What follows belongs to an exercise in optimizing a design on an open flow for small area and a short achievable clock period; a production flow would make more cautious choices. RTL that was checked went through simulation tests only; none was proved equivalent to the original. Power and IR drop assume default switching activity.

==> try-ember <==
// router
module router (
        input  wire logic        clk,
        input  wire logic        reset_i,
        input  wire logic [7:0]  location_i,             
        input  wire logic [79:0] flit_i,                 
        input  wire logic [4:0]  valid_i,
        output logic      [4:0]  credit_o,
        output logic      [79:0] flit_o,                 
        output logic      [4:0]  valid_o,
        input  wire logic [4:0]  credit_i
);
export LEC_CHECK = 0
export ABC_AREA = 1
export CAP_MARGIN = 20
export CORE_MARGIN = 2
export CORE_UTILIZATION = 55
export CTS_BUF_LIST = sky130_fd_sc_hd__clkbuf_4
export CTS_CLUSTER_DIAMETER = 40
export CTS_CLUSTER_SIZE = 10
export PLACE_DENSITY = 0.75
export SETUP_SLACK_MARGIN = 3.0
export SLEW_MARGIN = 20
create_clock -name core_clock -period 8.0 [get_ports {clk}]
standard.sh (not shown) runs the stock make flow with config.mk's settings and CLKGATE_MAP_FILE= SYNTH_SCRIPT=/design/flow/synth_recipe.tcl, a recipe that flattens the netlist after the stock synthesis.
==> flow/flow/run.sh <==
#!/bin/bash
# Standard layout, with these changes to how it is made:
# - the smallest buffer on every port instead of the flow's default pick;
# - global routing steered off the lowest layers (fastroute.tcl);
# - no half-adder cells, so the compare logic goes through abc as plain gates.
set -euo pipefail
here=$(cd "$(dirname "${BASH_SOURCE[0]}")" && pwd)
export BUFFER_PORTS_ARGS="-buffer_cell sky130_fd_sc_hd__buf_1"
export FASTROUTE_TCL="$here/fastroute.tcl"

# The platform's don't-use list, plus the half adders.
dont_use="sky130_fd_sc_hd__probe_p_8 sky130_fd_sc_hd__probec_p_8 sky130_fd_sc_hd__lpflow_bleeder_1"
for n in 1 16 2 4 8; do
  dont_use+=" sky130_fd_sc_hd__lpflow_clkbufkapwr_$n sky130_fd_sc_hd__lpflow_clkinvkapwr_$n"
done
for n in 12 3 4 6 8; do dont_use+=" sky130_fd_sc_hd__lpflow_decapkapwr_$n"; done
dont_use+=" sky130_fd_sc_hd__lpflow_inputiso0n_1 sky130_fd_sc_hd__lpflow_inputiso0p_1"
dont_use+=" sky130_fd_sc_hd__lpflow_inputiso1n_1 sky130_fd_sc_hd__lpflow_inputiso1p_1"
dont_use+=" sky130_fd_sc_hd__lpflow_inputisolatch_1"
for n in 1 16 2 4 8; do dont_use+=" sky130_fd_sc_hd__lpflow_isobufsrc_$n"; done
dont_use+=" sky130_fd_sc_hd__lpflow_isobufsrckapwr_16"
for n in 1 2 4; do dont_use+=" sky130_fd_sc_hd__lpflow_lsbuf_lh_hl_isowell_tap_$n"; done
dont_use+=" sky130_fd_sc_hd__lpflow_lsbuf_lh_isowell_4"
for n in 1 2 4; do dont_use+=" sky130_fd_sc_hd__lpflow_lsbuf_lh_isowell_tap_$n"; done
dont_use+=" sky130_fd_sc_hd__ha_1 sky130_fd_sc_hd__ha_2 sky130_fd_sc_hd__ha_4"

sed -e "s|\"\${@:-finish}\"|DONT_USE_CELLS='$dont_use' \"\${@:-finish}\"|" standard.sh > standard_noha.sh
bash standard_noha.sh > standard_flow.log 2>&1
==> flow/flow/fastroute.tcl <==
# Global routing resources: keep more of met1 and met2 free for pin access
# and push longer routes up to met3 and met4.
set_global_routing_layer_adjustment met1 0.45
set_global_routing_layer_adjustment met2 0.35
set_global_routing_layer_adjustment met3-met5 0.15

set_routing_layers -clock met3-met5
set_routing_layers -signal met1-met5
==> try-cedar: changes against try-ember <==
--- a/flow/flow/run.sh
+++ b/flow/flow/run.sh
@@ -2,11 +2,13 @@
 # Standard layout, with these changes to how it is made:
 # - the smallest buffer on every port instead of the flow's default pick;
 # - global routing steered off the lowest layers (fastroute.tcl);
-# - no half-adder cells, so the compare logic goes through abc as plain gates.
+# - no half-adder cells, so the compare logic goes through abc as plain gates;
+# - no dummy loads in the clock tree (same clustering as config.mk asks for).
 set -euo pipefail
 here=$(cd "$(dirname "${BASH_SOURCE[0]}")" && pwd)
 export BUFFER_PORTS_ARGS="-buffer_cell sky130_fd_sc_hd__buf_1"
 export FASTROUTE_TCL="$here/fastroute.tcl"
+export CTS_ARGS="-sink_clustering_enable -repair_clock_nets -sink_clustering_size 16 -sink_clustering_max_diameter 50 -buf_list sky130_fd_sc_hd__clkbuf_8 -dont_use_dummy_load"
 
 # The platform's don't-use list, plus the half adders.
 dont_use="sky130_fd_sc_hd__probe_p_8 sky130_fd_sc_hd__probec_p_8 sky130_fd_sc_hd__lpflow_bleeder_1"
@@ -24,5 +26,9 @@
 for n in 1 2 4; do dont_use+=" sky130_fd_sc_hd__lpflow_lsbuf_lh_isowell_tap_$n"; done
 dont_use+=" sky130_fd_sc_hd__ha_1 sky130_fd_sc_hd__ha_2 sky130_fd_sc_hd__ha_4"
 
+cp -r "$FLOW_HOME/scripts" scripts_abc
+cp "$here/abc_area.script" scripts_abc/abc_area.script
+export SCRIPTS_DIR="$PWD/scripts_abc"
+
 sed -e "s|\"\${@:-finish}\"|DONT_USE_CELLS='$dont_use' \"\${@:-finish}\"|" standard.sh > standard_noha.sh
 bash standard_noha.sh > standard_flow.log 2>&1
==> flow/flow/abc_area.script (new file) <==
strash
dch
map -B 0.9
topo
stime -c
upsize -c
dnsize -c
--- a/flow/config.mk
+++ b/flow/config.mk
@@ -9,9 +9,9 @@
 export CAP_MARGIN = 20
 export CORE_MARGIN = 2
 export CORE_UTILIZATION = 55
-export CTS_BUF_LIST = sky130_fd_sc_hd__clkbuf_4
-export CTS_CLUSTER_DIAMETER = 40
-export CTS_CLUSTER_SIZE = 10
+export CTS_BUF_LIST = sky130_fd_sc_hd__clkbuf_8
+export CTS_CLUSTER_DIAMETER = 50
+export CTS_CLUSTER_SIZE = 16
 export PLACE_DENSITY = 0.75
 export SETUP_SLACK_MARGIN = 3.0
 export SLEW_MARGIN = 20
==> qor summary <==
| metric | try-ember | try-cedar |
|---|---|---|
| Result of the run | complete, no violations | complete, no violations |
| Effective utilization at floorplan | 56.2% | 56.0% |
| Wire length of the first global-routing pass | 112,000 µm | 111,000 µm |
| Final clock-cell share | 3.56% | 2.17% |
| Diodes inserted | 3 | 5 |
| Number of antenna violations at the first check in global routing | 6 | 8 |
| Non-filler instance count after layout | 3,087 | 3,004 |
| Met1 GRT Util | 65.2% | 65.6% |
| Source of the worst hold timing path | u_credit.g_out[3].used[2]$_SDFFE_PP0P_ | u_credit.g_out[2].used[2]$_SDFFE_PP0P_ |
| Sequential portion of the cell area | 47.7% | 48.8% |
| RSZ-0062 raised after global routing | true | false |
| CP Max Fanout | 6 | 7 |
| Proportion of total power due to net switching | 45.6% | 45.5% |
| Number of global-route vias before repair | 18.5k | 18.6k |
| Non-clock buffer share | 6.11% | 5.84% |
| Proportion of power drawn by combinational gates | 46.6% | 46.8% |
| Tightest Pin Transition | 1270 ps | 1230 ps |
| Clk root buf | sky130_fd_sc_hd__clkbuf_4 | sky130_fd_sc_hd__clkbuf_8 |
| Die boundary width | 198 µm | 195 µm |
| Multi-input gate share of the layout cell area | 38.0% | 38.4% |
| Non-Clock Buffer Count | 274 | 260 |
| Min setup slack post-route | 2950 ps | 3090 ps |
| F_max | 198 MHz | 204 MHz |

==> run a: inputs <==
Starting RTL as in the previous note.
==> flow/config.mk <==
export PLATFORM = sky130hd
export DESIGN_NAME = router
export DESIGN_NICKNAME = router
export VERILOG_FILES = /design/flow/design.v
export SDC_FILE = /design/flow/constraint.sdc
export NUM_CORES = 4
export LEC_CHECK = 0
export ABC_AREA = 1
export CAP_MARGIN = 20
export CORE_MARGIN = 2
export CORE_UTILIZATION = 55
export CTS_BUF_LIST = sky130_fd_sc_hd__clkbuf_8
export CTS_CLUSTER_DIAMETER = 50
export CTS_CLUSTER_SIZE = 16
export PLACE_DENSITY = 0.75
export SETUP_SLACK_MARGIN = 2.6
export SLEW_MARGIN = 20
==> flow/constraint.sdc <==
create_clock -name core_clock -period 8.0 [get_ports {clk}]
set_input_delay 1.6000 -clock core_clock [delete_from_list [all_inputs] [get_ports {clk}]]
set_output_delay 1.6000 -clock core_clock [all_outputs]
set_load 0.01 [all_outputs]
==> flow/flow/run.sh <==
#!/bin/bash
# Standard layout, with these changes to how it is made:
# - the smallest buffer on every port instead of the flow's default pick;
# - global routing steered off the lowest layers (fastroute.tcl);
# - no half-adder cells, so the compare logic goes through abc as plain gates;
set -euo pipefail
here=$(cd "$(dirname "${BASH_SOURCE[0]}")" && pwd)
export BUFFER_PORTS_ARGS="-buffer_cell sky130_fd_sc_hd__buf_1"
export FASTROUTE_TCL="$here/fastroute.tcl"

# The platform's don't-use list, plus the half adders.
dont_use="sky130_fd_sc_hd__probe_p_8 sky130_fd_sc_hd__probec_p_8 sky130_fd_sc_hd__lpflow_bleeder_1"
for n in 1 16 2 4 8; do
  dont_use+=" sky130_fd_sc_hd__lpflow_clkbufkapwr_$n sky130_fd_sc_hd__lpflow_clkinvkapwr_$n"
done
for n in 12 3 4 6 8; do dont_use+=" sky130_fd_sc_hd__lpflow_decapkapwr_$n"; done
dont_use+=" sky130_fd_sc_hd__lpflow_inputiso0n_1 sky130_fd_sc_hd__lpflow_inputiso0p_1"
dont_use+=" sky130_fd_sc_hd__lpflow_inputiso1n_1 sky130_fd_sc_hd__lpflow_inputiso1p_1"
dont_use+=" sky130_fd_sc_hd__lpflow_inputisolatch_1"
for n in 1 16 2 4 8; do dont_use+=" sky130_fd_sc_hd__lpflow_isobufsrc_$n"; done
dont_use+=" sky130_fd_sc_hd__lpflow_isobufsrckapwr_16"
for n in 1 2 4; do dont_use+=" sky130_fd_sc_hd__lpflow_lsbuf_lh_hl_isowell_tap_$n"; done
dont_use+=" sky130_fd_sc_hd__lpflow_lsbuf_lh_isowell_4"
for n in 1 2 4; do dont_use+=" sky130_fd_sc_hd__lpflow_lsbuf_lh_isowell_tap_$n"; done
dont_use+=" sky130_fd_sc_hd__ha_1 sky130_fd_sc_hd__ha_2 sky130_fd_sc_hd__ha_4"

cp -r "$FLOW_HOME/scripts" scripts_abc
cp "$here/abc_area.script" scripts_abc/abc_area.script
export SCRIPTS_DIR="$PWD/scripts_abc"

sed -e "s|\"\${@:-finish}\"|DONT_USE_CELLS='$dont_use' \"\${@:-finish}\"|" standard.sh > standard_noha.sh
bash standard_noha.sh > standard_flow.log 2>&1
==> flow/flow/abc_area.script <==
strash
dch
map -B 0.9
topo
stime -c
upsize -c
dnsize -c
Scripts as last shown in full above: flow/flow/fastroute.tcl
==> run b: changes against run a <==
==> flow/flow/run.sh (replaced) <==
#!/bin/bash
# Standard layout, with the smallest buffer on every port instead of the
# flow's default pick, and global routing steered off the lowest layers.
set -euo pipefail
here=$(cd "$(dirname "${BASH_SOURCE[0]}")" && pwd)
export BUFFER_PORTS_ARGS="-buffer_cell sky130_fd_sc_hd__buf_1"
export FASTROUTE_TCL="$here/fastroute.tcl"
bash standard.sh > standard_flow.log 2>&1
Settings changed: CORE_UTILIZATION 55 to 50, PLACE_DENSITY 0.75 to 0.65, SETUP_SLACK_MARGIN 2.6 to 3.0.
removed: flow/flow/abc_area.script
==> run c: changes against run a <==
--- a/flow/flow/run.sh
+++ b/flow/flow/run.sh
@@ -3,10 +3,12 @@
 # - the smallest buffer on every port instead of the flow's default pick;
 # - global routing steered off the lowest layers (fastroute.tcl);
 # - no half-adder cells, so the compare logic goes through abc as plain gates;
+# - no dummy loads in the clock tree (same clustering as config.mk asks for).
 set -euo pipefail
 here=$(cd "$(dirname "${BASH_SOURCE[0]}")" && pwd)
 export BUFFER_PORTS_ARGS="-buffer_cell sky130_fd_sc_hd__buf_1"
 export FASTROUTE_TCL="$here/fastroute.tcl"
+export CTS_ARGS="-sink_clustering_enable -repair_clock_nets -sink_clustering_size 16 -sink_clustering_max_diameter 50 -buf_list sky130_fd_sc_hd__clkbuf_8 -dont_use_dummy_load"
 
 # The platform's don't-use list, plus the half adders.
 dont_use="sky130_fd_sc_hd__probe_p_8 sky130_fd_sc_hd__probec_p_8 sky130_fd_sc_hd__lpflow_bleeder_1"
Settings changed: SETUP_SLACK_MARGIN 2.6 to 3.0, TNS_END_PERCENT set to 0.
==> run d: changes against run a <==
Settings changed: SETUP_SLACK_MARGIN 2.6 to 3.2.
==> comparison table <==
Non-clock inverters: run b 243; run c 122; run d 122; run a 122
WHS: run b 0.484 ns; run c 0.489 ns; run d 0.489 ns; run a 0.488 ns
Peak Freq: run b 0.198 GHz; run c 0.202 GHz; run d 0.206 GHz; run a 0.191 GHz
Starting density of the core: run b 0.504; run c 0.560; run d 0.560; run a 0.560
Final net count: run b 2549; run c 2646; run d 2655; run a 2615
CP bufs+invs: run b 5; run c 5; run d 4; run a 4
Power density over cell area: run b 355 nW/um2; run c 299 nW/um2; run d 306 nW/um2; run a 307 nW/um2
Antenna diode instance count: run b 3; run c 3; run d 4; run a 6
Sequential share of power: run b 0.307; run c 0.380; run d 0.362; run a 0.377
Proportion of cell area occupied by multi-input gates: run b 0.359; run c 0.384; run d 0.382; run a 0.377
Synthesized area: run b 20500 um2; run c 20000 um2; run d 20000 um2; run a 20000 um2
Combinational group power: run b 4410 uW; run c 3220 uW; run d 3300 uW; run a 3010 uW
Critical path startpoint: run b location_i[3]; run c location_i[7]; run d u_alloc.g_out[4].above[3]$_SDFFE_PP1P_; run a location_i[3]
Status: run b timing/DRC/antenna clean; run c timing/DRC/antenna clean; run d timing/DRC/antenna clean; run a timing/DRC/antenna clean
Net switching power: run b 3990 uW; run c 3110 uW; run d 3280 uW; run a 3130 uW
Area added between synthesis and finish: run b 18.2%; run c 14.6%; run d 17.8%; run a 12.6%
Setup Skew: run b 0.0639 ns; run c 0.0893 ns; run d 0.0659 ns; run a 0.0702 ns
RD Place Congestion: run b 1.03; run c 1.07; run d 1.07; run a 1.07
Total placed instance area: run b 21600 um2; run c 21500 um2; run d 21500 um2; run a 21500 um2
CP startpoint kind: run b primary input; run c primary input; run d register; run a primary input
Clock transition time at the flip-flop clock pins of the worst setup and hold paths: run b 0.10 ns; run c 0.09 ns; run d 0.10 ns; run a 0.09 ns
Wire length of the first global-routing pass: run b 113000 um; run c 111000 um; run d 112000 um; run a 110000 um
Synthesized-area fraction occupied by ao, oa, aoi and oai cells: run b 0.179; run c 0.137; run d 0.137; run a 0.137
Critical path arrival: run b 3.44 ns; run c 3.35 ns; run d 3.25 ns; run a 3.63 ns
Count of multi-input combinational gates: run b 1392; run c 1725; run d 1726; run a 1725

==> inputs of run H <==
==> flow/design.v <==
`timescale 1ns/10ps
`default_nettype none
package noc_pkg;
        localparam int NUM_PORTS = 5;    
        typedef enum logic [2:0] {
                NORTH,
                SOUTH,
                EAST,
                WEST,
                LOCAL
        } port_e;
        typedef logic [NUM_PORTS-1:0] port_vec_t;        
        typedef logic [3:0] coord_t;                     
        typedef logic [7:0] payload_t;
        typedef struct packed {
                coord_t x;
                coord_t y;
        } node_addr_t;
        typedef struct packed {
                coord_t   dest_x;
                coord_t   dest_y;
                payload_t payload;
        } flit_t;
endpackage
`default_nettype wire
`timescale 1ns/10ps
`default_nettype none
module input_fifo #(
        parameter int FIFO_DEPTH = 4
) (
        input  wire logic     clk,
        input  wire logic     reset_i,
        input  wire logic     push_i,
        input  noc_pkg::flit_t flit_i,
        input  wire logic     pop_i,
        output logic [7:0]    head_dest_o,       
        output noc_pkg::flit_t prev_o,           
        output logic          nonempty_o
);
        logic [15:0] mem [0:3];
        logic [3:0]  rd_oh;                      
        logic [1:0]  wr_ptr;
        logic        last;                       
        always_comb begin
                head_dest_o = '0;
                prev_o      = '0;
                for (int k = 0; k < 4; k++) begin
                        head_dest_o = head_dest_o | ({8{rd_oh[k]}} & mem[k][15:8]);
                        prev_o      = prev_o | ({16{rd_oh[(k + 1) % 4]}} & mem[k]);
                end
        end
        assign last = rd_oh[(wr_ptr - 2'd1) % 4] ;
        always_ff @(posedge clk) begin
                if (push_i)
                        mem[wr_ptr] <= flit_i;
        end
        always_ff @(posedge clk) begin
                if (reset_i) begin
                        rd_oh      <= 4'b0001;
                        wr_ptr     <= '0;
                        nonempty_o <= 1'b0;
                end else begin
                        if (push_i)
                                wr_ptr <= wr_ptr + 2'd1;
                        if (pop_i)
                                rd_oh <= {rd_oh[2:0], rd_oh[3]};
                        nonempty_o <= push_i | (nonempty_o & ~(pop_i & last));
                end
        end
endmodule
`default_nettype wire
`timescale 1ns/10ps
`default_nettype none
module route_compute (
        input  wire logic [7:0]     dest_i,      
        input  noc_pkg::node_addr_t location_i,
        output noc_pkg::port_vec_t  req_o
);
        logic x_greater;
        logic x_less;
        logic y_greater;
        logic y_less;
        assign x_greater = (dest_i[7:4] > location_i.x);
        assign x_less    = (dest_i[7:4] < location_i.x);
        assign y_greater = (dest_i[3:0] > location_i.y);
        assign y_less    = (dest_i[3:0] < location_i.y);
        assign req_o[noc_pkg::EAST]  = x_greater;
        assign req_o[noc_pkg::WEST]  = x_less;
        assign req_o[noc_pkg::NORTH] = ~x_greater & ~x_less & y_greater;
        assign req_o[noc_pkg::SOUTH] = ~x_greater & ~x_less & y_less;
        assign req_o[noc_pkg::LOCAL] = ~x_greater & ~x_less & ~y_greater & ~y_less;
endmodule
`default_nettype wire
`timescale 1ns/10ps
`default_nettype none
module credit_counter #(
        parameter int FIFO_DEPTH = 4
) (
        input  wire logic         clk,
        input  wire logic         reset_i,
        input  noc_pkg::port_vec_t send_i,
        input  noc_pkg::port_vec_t credit_i,
        output noc_pkg::port_vec_t credit_avail_o
);
        for (genvar o = 0; o < noc_pkg::NUM_PORTS; o++) begin : g_out
                logic [2:0] count;       
                always_ff @(posedge clk) begin
                        if (reset_i)
                                count <= 3'd4;
                        else if (send_i[o] != credit_i[o])
                                count <= send_i[o] ? count - 3'd1 : count + 3'd1;
                end
                assign credit_avail_o[o] = (count != 3'd0);
        end
endmodule
`default_nettype wire
`timescale 1ns/10ps
`default_nettype none
module switch_alloc (
        input  wire logic         clk,
        input  wire logic         reset_i,
        input  wire logic [24:0]  req_i,                 
        input  noc_pkg::port_vec_t credit_avail_i,
        output logic      [24:0]  grant_o,               
        output noc_pkg::port_vec_t pop_o
);
        for (genvar o = 0; o < 5; o++) begin : g_out
                logic [4:0] req;
                logic [2:0] rr_ptr;
                logic [4:0] pick [0:4];                  
                logic [4:0] grant;
                for (genvar i = 0; i < 5; i++) begin : g_req
                        assign req[i] = req_i[5*i + o];
                end
                for (genvar p = 0; p < 5; p++) begin : g_pick
                        always_comb begin
                                pick[p] = '0;
                                for (int k = 4; k >= 0; k--) begin
                                        if (req[(p + k) % 5])
                                                pick[p] = 5'b1 << ((p + k) % 5);
                                end
                        end
                end
                always_comb begin
                        case (rr_ptr)
                                3'd0:    grant = pick[0];
                                3'd1:    grant = pick[1];
                                3'd2:    grant = pick[2];
                                3'd3:    grant = pick[3];
                                default: grant = pick[4];
                        endcase
                        if (!credit_avail_i[o])
                                grant = '0;
                end
                assign grant_o[5*o +: 5] = grant;
                always_ff @(posedge clk) begin
                        if (reset_i)
                                rr_ptr <= 3'd0;
                        else if (grant != '0)
                                rr_ptr <= {grant[3], grant[2] | grant[1], grant[2] | grant[0]};
                end
        end
        always_comb begin
                pop_o = '0;
                for (int o = 0; o < 5; o++)
                        pop_o = pop_o | grant_o[5*o +: 5];
        end
endmodule
`default_nettype wire
`timescale 1ns/10ps
`default_nettype none
module crossbar (
        input  wire logic         clk,
        input  wire logic         reset_i,
        input  wire logic [79:0]  prev_i,                
        input  wire logic [24:0]  grant_i,               
        output logic      [79:0]  flit_o,                
        output noc_pkg::port_vec_t valid_o
);
        logic [24:0] sel;                                
        always_ff @(posedge clk) begin
                if (reset_i)
                        sel <= '0;
                else
                        sel <= grant_i;
        end
        for (genvar o = 0; o < 5; o++) begin : g_out
                always_comb begin
                        flit_o[16*o +: 16] = '0;
                        for (int i = 0; i < 5; i++)
                                flit_o[16*o +: 16] = flit_o[16*o +: 16] | ({16{sel[5*o + i]}} & prev_i[16*i +: 16]);
                end
                assign valid_o[o] = |sel[5*o +: 5];
        end
endmodule
`default_nettype wire
`timescale 1ns/10ps
`default_nettype none
module router (
        input  wire logic        clk,
        input  wire logic        reset_i,
        input  wire logic [7:0]  location_i,             
        input  wire logic [79:0] flit_i,                 
        input  wire logic [4:0]  valid_i,
        output logic      [4:0]  credit_o,
        output logic      [79:0] flit_o,                 
        output logic      [4:0]  valid_o,
        input  wire logic [4:0]  credit_i
);
        localparam int FIFO_DEPTH = 4;
        logic [79:0] prev;                       
        logic [24:0] req;                        
        noc_pkg::port_vec_t   credit_avail;
        logic [24:0] grant;
        noc_pkg::port_vec_t   send;
        noc_pkg::port_vec_t   pop;
        for (genvar p = 0; p < noc_pkg::NUM_PORTS; p++) begin : g_port
                logic [7:0]         dest_p;
                logic               nonempty_p;
                noc_pkg::port_vec_t req_p;
                input_fifo #(
                        .FIFO_DEPTH (FIFO_DEPTH)
                ) u_fifo (
                        .clk        (clk),
                        .reset_i    (reset_i),
                        .push_i     (valid_i[p]),
                        .flit_i     (flit_i[16*p +: 16]),
                        .pop_i      (pop[p]),
                        .head_dest_o (dest_p),
                        .prev_o     (prev[16*p +: 16]),
                        .nonempty_o (nonempty_p)
                );
                route_compute u_route (
                        .dest_i     (dest_p),
                        .location_i (location_i),
                        .req_o      (req_p)
                );
                assign req[5*p +: 5]    = nonempty_p ? req_p : 5'b0;
        end
        credit_counter #(
                .FIFO_DEPTH (FIFO_DEPTH)
        ) u_credit (
                .clk            (clk),
                .reset_i        (reset_i),
                .send_i         (send),
                .credit_i       (credit_i),
                .credit_avail_o (credit_avail)
        );
        switch_alloc u_alloc (
                .clk            (clk),
                .reset_i        (reset_i),
                .req_i          (req),
                .credit_avail_i (credit_avail),
                .grant_o        (grant),
                .pop_o          (pop)
        );
        for (genvar o = 0; o < noc_pkg::NUM_PORTS; o++) begin : g_send
                assign send[o] = |grant[5*o +: 5];
        end
        crossbar u_xbar (
                .clk     (clk),
                .reset_i (reset_i),
                .prev_i  (prev),
                .grant_i (grant),
                .flit_o  (flit_o),
                .valid_o (valid_o)
        );
        assign credit_o = pop;   
endmodule
`default_nettype wire
==> flow/run.sh <==
#!/bin/bash
# synth_recipe.tcl (not shown) runs the flow's synth.tcl, then flattens the netlist and writes it again
# the make line also repeats each setting of config.mk as NAME=value (left out here)
make -C /OpenROAD-flow-scripts/flow DESIGN_CONFIG=/design/flow/config.mk WORK_HOME=/design/flow/orfs CLKGATE_MAP_FILE= SYNTH_SCRIPT=/design/flow/synth_recipe.tcl finish
==> flow/config.mk <==
export PLATFORM = sky130hd
export DESIGN_NAME = router
export DESIGN_NICKNAME = router
export VERILOG_FILES = /design/flow/design.v
export SDC_FILE = /design/flow/constraint.sdc
export NUM_CORES = 4
export LEC_CHECK = 0
export CAP_MARGIN = 20
export CORE_MARGIN = 2
export CORE_UTILIZATION = 50
export PLACE_DENSITY = 0.65
export SETUP_SLACK_MARGIN = 3.0
export SLEW_MARGIN = 20
==> flow/constraint.sdc <==
create_clock -name core_clock -period 8.0 [get_ports {clk}]
set_input_delay 1.6000 -clock core_clock [delete_from_list [all_inputs] [get_ports {clk}]]
set_output_delay 1.6000 -clock core_clock [all_outputs]
set_load 0.01 [all_outputs]
==> run A (differences from run H) <==
==> flow/design.v, changed modules only <==
module input_fifo #(
        parameter int FIFO_DEPTH = 4
) (
        input  wire logic     clk,
        input  wire logic     reset_i,
        input  wire logic     push_i,
        input  noc_pkg::flit_t flit_i,
        input  wire logic     pop_i,
        output logic [7:0]    head_dest_o,       
        output noc_pkg::flit_t prev_o,           
        output logic          nonempty_o
);
        logic [15:0] mem [0:3];
        logic [3:0]  rd_oh;                      
        logic [1:0]  wr_ptr;
        logic        last;                       
        always_comb begin
                head_dest_o = '0;
                prev_o      = '0;
                for (int k = 0; k < 4; k++) begin
                        head_dest_o = head_dest_o | ({8{rd_oh[k]}} & mem[k][15:8]);
                        prev_o      = prev_o | ({16{rd_oh[(k + 1) % 4]}} & mem[k]);
                end
        end
        assign last = rd_oh[(wr_ptr - 2'd1) % 4] ;
        always_ff @(posedge clk) begin
                if (push_i)
                        mem[wr_ptr] <= flit_i;
        end
        always_ff @(posedge clk) begin
                if (reset_i) begin
                        rd_oh      <= 4'b0001;
                        wr_ptr     <= '0;
                        nonempty_o <= 1'b0;
                end else begin
                        if (push_i)
                                wr_ptr <= {wr_ptr[1] ^ wr_ptr[0], ~wr_ptr[0]};
                        if (pop_i)
                                rd_oh <= {rd_oh[2:0], rd_oh[3]};
                        nonempty_o <= push_i | (nonempty_o & ~(pop_i & last));
                end
        end
endmodule
module credit_counter #(
        parameter int FIFO_DEPTH = 4
) (
        input  wire logic         clk,
        input  wire logic         reset_i,
        input  noc_pkg::port_vec_t send_i,
        input  noc_pkg::port_vec_t credit_i,
        output noc_pkg::port_vec_t credit_avail_o
);
        for (genvar o = 0; o < noc_pkg::NUM_PORTS; o++) begin : g_out
                logic [2:0] used;
                always_ff @(posedge clk) begin
                        if (reset_i)
                                used <= 3'd0;
                        else if (send_i[o] && !credit_i[o])
                                used <= {used[1] & used[0], used[1] ^ used[0], ~used[0]};
                        else if (credit_i[o] && !send_i[o])
                                used <= {1'b0, used[2] | (used[1] & used[0]), ~used[0]};
                end
                assign credit_avail_o[o] = ~used[2];
        end
endmodule
module crossbar (
        input  wire logic         clk,
        input  wire logic         reset_i,
        input  wire logic [79:0]  prev_i,                
        input  wire logic [24:0]  grant_i,               
        output logic      [79:0]  flit_o,                
        output noc_pkg::port_vec_t valid_o
);
        logic [24:0] sel;                                
        always_ff @(posedge clk)
                sel <= grant_i;
        always_ff @(posedge clk) begin
                if (reset_i) begin
                        valid_o <= '0;
                end else begin
                        for (int o = 0; o < 5; o++)
                                valid_o[o] <= |grant_i[5*o +: 5];
                end
        end
        for (genvar o = 0; o < 5; o++) begin : g_out
                always_comb begin
                        flit_o[16*o +: 16] = '0;
                        for (int i = 0; i < 5; i++)
                                flit_o[16*o +: 16] = flit_o[16*o +: 16] | ({16{sel[5*o + i]}} & prev_i[16*i +: 16]);
                end
        end
endmodule
==> flow/flow/run.sh (new file) <==
#!/bin/bash
# Standard layout, with the smallest buffer on every port instead of the
# flow's default pick.
set -euo pipefail
export BUFFER_PORTS_ARGS="-buffer_cell sky130_fd_sc_hd__buf_1"
bash standard.sh > standard_flow.log 2>&1
==> flow/standard.sh (new file) <==
#!/bin/bash
# synth_recipe.tcl (not shown) runs the flow's synth.tcl, then flattens the netlist and writes it again
# the make line also repeats each setting of config.mk as NAME=value (left out here)
make -C /OpenROAD-flow-scripts/flow DESIGN_CONFIG=/design/flow/config.mk WORK_HOME=/design/flow/orfs CLKGATE_MAP_FILE= SYNTH_SCRIPT=/design/flow/synth_recipe.tcl "${@:-finish}"
removed: flow/run.sh
==> run B (differences from run H) <==
==> flow/design.v, changed modules only <==
module input_fifo #(
        parameter int FIFO_DEPTH = 4
) (
        input  wire logic     clk,
        input  wire logic     reset_i,
        input  wire logic     push_i,
        input  noc_pkg::flit_t flit_i,
        input  wire logic     pop_i,
        output noc_pkg::flit_t head_o,
        output logic          nonempty_o
);
        logic [15:0] mem [0:3];
        logic [1:0]  rd_ptr;
        logic [1:0]  wr_ptr;
        logic        last;                       
        assign head_o = mem[rd_ptr];
        assign last   = (rd_ptr + 2'd1 == wr_ptr);
        always_ff @(posedge clk) begin
                if (push_i)
                        mem[wr_ptr] <= flit_i;
        end
        always_ff @(posedge clk) begin
                if (reset_i) begin
                        rd_ptr     <= '0;
                        wr_ptr     <= '0;
                        nonempty_o <= 1'b0;
                end else begin
                        if (push_i)
                                wr_ptr <= wr_ptr + 2'd1;
                        if (pop_i)
                                rd_ptr <= rd_ptr + 2'd1;
                        nonempty_o <= push_i | (nonempty_o & ~(pop_i & last));
                end
        end
endmodule
module route_compute (
        input  noc_pkg::flit_t      head_i,
        input  noc_pkg::node_addr_t location_i,
        output noc_pkg::port_vec_t  req_o
);
        logic x_greater;
        logic x_less;
        logic y_greater;
        logic y_less;
        assign x_greater = (head_i.dest_x > location_i.x);
        assign x_less    = (head_i.dest_x < location_i.x);
        assign y_greater = (head_i.dest_y > location_i.y);
        assign y_less    = (head_i.dest_y < location_i.y);
        assign req_o[noc_pkg::EAST]  = x_greater;
        assign req_o[noc_pkg::WEST]  = x_less;
        assign req_o[noc_pkg::NORTH] = ~x_greater & ~x_less & y_greater;
        assign req_o[noc_pkg::SOUTH] = ~x_greater & ~x_less & y_less;
        assign req_o[noc_pkg::LOCAL] = ~x_greater & ~x_less & ~y_greater & ~y_less;
endmodule
module crossbar (
        input  wire logic         clk,
        input  wire logic         reset_i,
        input  wire logic [79:0]  head_i,                
        input  wire logic [24:0]  grant_i,               
        output logic      [79:0]  flit_o,                
        output noc_pkg::port_vec_t valid_o
);
        for (genvar o = 0; o < 5; o++) begin : g_out
                logic [15:0] sel;
                always_comb begin
                        sel = '0;
                        for (int i = 0; i < 5; i++)
                                sel = sel | ({16{grant_i[5*o + i]}} & head_i[16*i +: 16]);
                end
                always_ff @(posedge clk)
                        flit_o[16*o +: 16] <= sel;
        end
        always_ff @(posedge clk) begin
                if (reset_i) begin
                        valid_o <= '0;
                end else begin
                        for (int o = 0; o < 5; o++)
                                valid_o[o] <= |grant_i[5*o +: 5];
                end
        end
endmodule
module router (
        input  wire logic        clk,
        input  wire logic        reset_i,
        input  wire logic [7:0]  location_i,             
        input  wire logic [79:0] flit_i,                 
        input  wire logic [4:0]  valid_i,
        output logic      [4:0]  credit_o,
        output logic      [79:0] flit_o,                 
        output logic      [4:0]  valid_o,
        input  wire logic [4:0]  credit_i
);
        localparam int FIFO_DEPTH = 4;
        logic [79:0] head;                       
        logic [24:0] req;                        
        noc_pkg::port_vec_t   credit_avail;
        logic [24:0] grant;
        noc_pkg::port_vec_t   send;
        noc_pkg::port_vec_t   pop;
        for (genvar p = 0; p < noc_pkg::NUM_PORTS; p++) begin : g_port
                noc_pkg::flit_t     head_p;
                logic               nonempty_p;
                noc_pkg::port_vec_t req_p;
                input_fifo #(
                        .FIFO_DEPTH (FIFO_DEPTH)
                ) u_fifo (
                        .clk        (clk),
                        .reset_i    (reset_i),
                        .push_i     (valid_i[p]),
                        .flit_i     (flit_i[16*p +: 16]),
                        .pop_i      (pop[p]),
                        .head_o     (head_p),
                        .nonempty_o (nonempty_p)
                );
                route_compute u_route (
                        .head_i     (head_p),
                        .location_i (location_i),
                        .req_o      (req_p)
                );
                assign head[16*p +: 16] = head_p;
                assign req[5*p +: 5]    = nonempty_p ? req_p : 5'b0;
        end
        credit_counter #(
                .FIFO_DEPTH (FIFO_DEPTH)
        ) u_credit (
                .clk            (clk),
                .reset_i        (reset_i),
                .send_i         (send),
                .credit_i       (credit_i),
                .credit_avail_o (credit_avail)
        );
        switch_alloc u_alloc (
                .clk            (clk),
                .reset_i        (reset_i),
                .req_i          (req),
                .credit_avail_i (credit_avail),
                .grant_o        (grant),
                .pop_o          (pop)
        );
        for (genvar o = 0; o < noc_pkg::NUM_PORTS; o++) begin : g_send
                assign send[o] = |grant[5*o +: 5];
        end
        crossbar u_xbar (
                .clk     (clk),
                .reset_i (reset_i),
                .head_i  (head),
                .grant_i (grant),
                .flit_o  (flit_o),
                .valid_o (valid_o)
        );
        assign credit_o = pop;   
endmodule
--- a/flow/config.mk
+++ b/flow/config.mk
@@ -7,7 +7,6 @@
 export LEC_CHECK = 0
 export CAP_MARGIN = 20
 export CORE_MARGIN = 2
-export CORE_UTILIZATION = 50
-export PLACE_DENSITY = 0.65
-export SETUP_SLACK_MARGIN = 3.0
+export CORE_UTILIZATION = 35
+export PLACE_DENSITY = 0.5
 export SLEW_MARGIN = 20
==> metrics.md <==
| Metric | Value |
|---|---|
| Met3 wire len | `7821 µm` |
| Vias in the first global route | `16224` |
| Met3 usage | `0.06959` |
| Register Area | `0.01142 mm²` |
| Die ar. | `roughly 0.043 mm²` |
| Status | `timing/DRC/antenna clean` |
| Met2 GRT Util | `0.4841` |
| Yosys top cell area share | `0.4658` |
the above is filed under run H

==> metrics.md <==
| Metric | Value |
|---|---|
| Met3 usage | `0.07697` |
| Vias in the first global route | `approximately 16000` |
| Met3 wire len | `between 7000 and 8000 µm` |
| Status | `timing/DRC/antenna clean` |
| Met2 GRT Util | `0.4937` |
| Yosys top cell area share | `0.4739` |
| Register Area | `between 0.01 and 0.015 mm²` |
| Die ar. | `around 0.042 mm²` |
the above is filed under run A

==> metrics.md <==
| Metric | Value |
|---|---|
| Status | `timing/DRC/antenna clean` |
| Die ar. | `0.06185 mm²` |
| Vias in the first global route | `14330` |
| Met3 wire len | `roughly 5700 µm` |
the above is filed under run B

No functional check of the RTL was part of run H and run A.

==> static timing again, ports no longer ideal <==
In the flow no input, the clock included, has a driving cell. The finished layouts below were timed again as built, in two steps.
Step 1 sets driving cells, clkbuf_16 on the clock port and buf_2 on the other inputs (assumed; they add their load-dependent delay and slew).
Step 2 adds t to the input delays and takes it off the output delays; t is the mean of the earliest and latest rising clock arrival at the registers after step 1. Input paths then give back, and output paths get back, about the clock's delay inside the block.
a / b / c = ideal / step 1 / step 2; a / b = the first two.
| run | shift t [ns] | slack for setup (ns) | worst hold slack (ns) |
|---|---|---|---|
| try-ember | 0.869 | 2.948 / 2.885 / 2.885 | 0.492 / 0.492 / 0.492 |
| try-cedar | 0.645 | 3.092 / 2.994 / 2.994 | 0.489 / 0.489 / 0.489 |
| run a of note 2 | 0.683 | 2.770 / 2.671 / 2.671 | 0.488 / 0.488 / 0.488 |
| run b of note 2 | 0.704 | 2.962 / 2.941 / 2.933 | 0.484 / 0.484 / 0.484 |
| run c of note 2 | 0.643 | 3.055 / 2.993 / 2.993 | 0.489 / 0.489 / 0.489 |
| run d of note 2 | 0.683 | 3.148 / 3.073 / 3.073 | 0.489 / 0.489 / 0.489 |
| run H of note 3 | 0.625 | 2.024 / 1.984 / 1.984 | 0.503 / 0.503 / 0.503 |
| run A of note 3 | 0.641 | 1.992 / 1.941 / 1.364 | 0.504 / 0.504 / 0.504 |
| run B of note 3 | 0.643 | 0.615 / 0.552 / 0.678 | 0.535 / 0.535 / 0.535 |
After both steps setup and hold are still met in every run listed. For run A of note 3, which loses most, drivers alone change the setup slack by -0.051 ns; drivers and shift together by -0.628 ns.
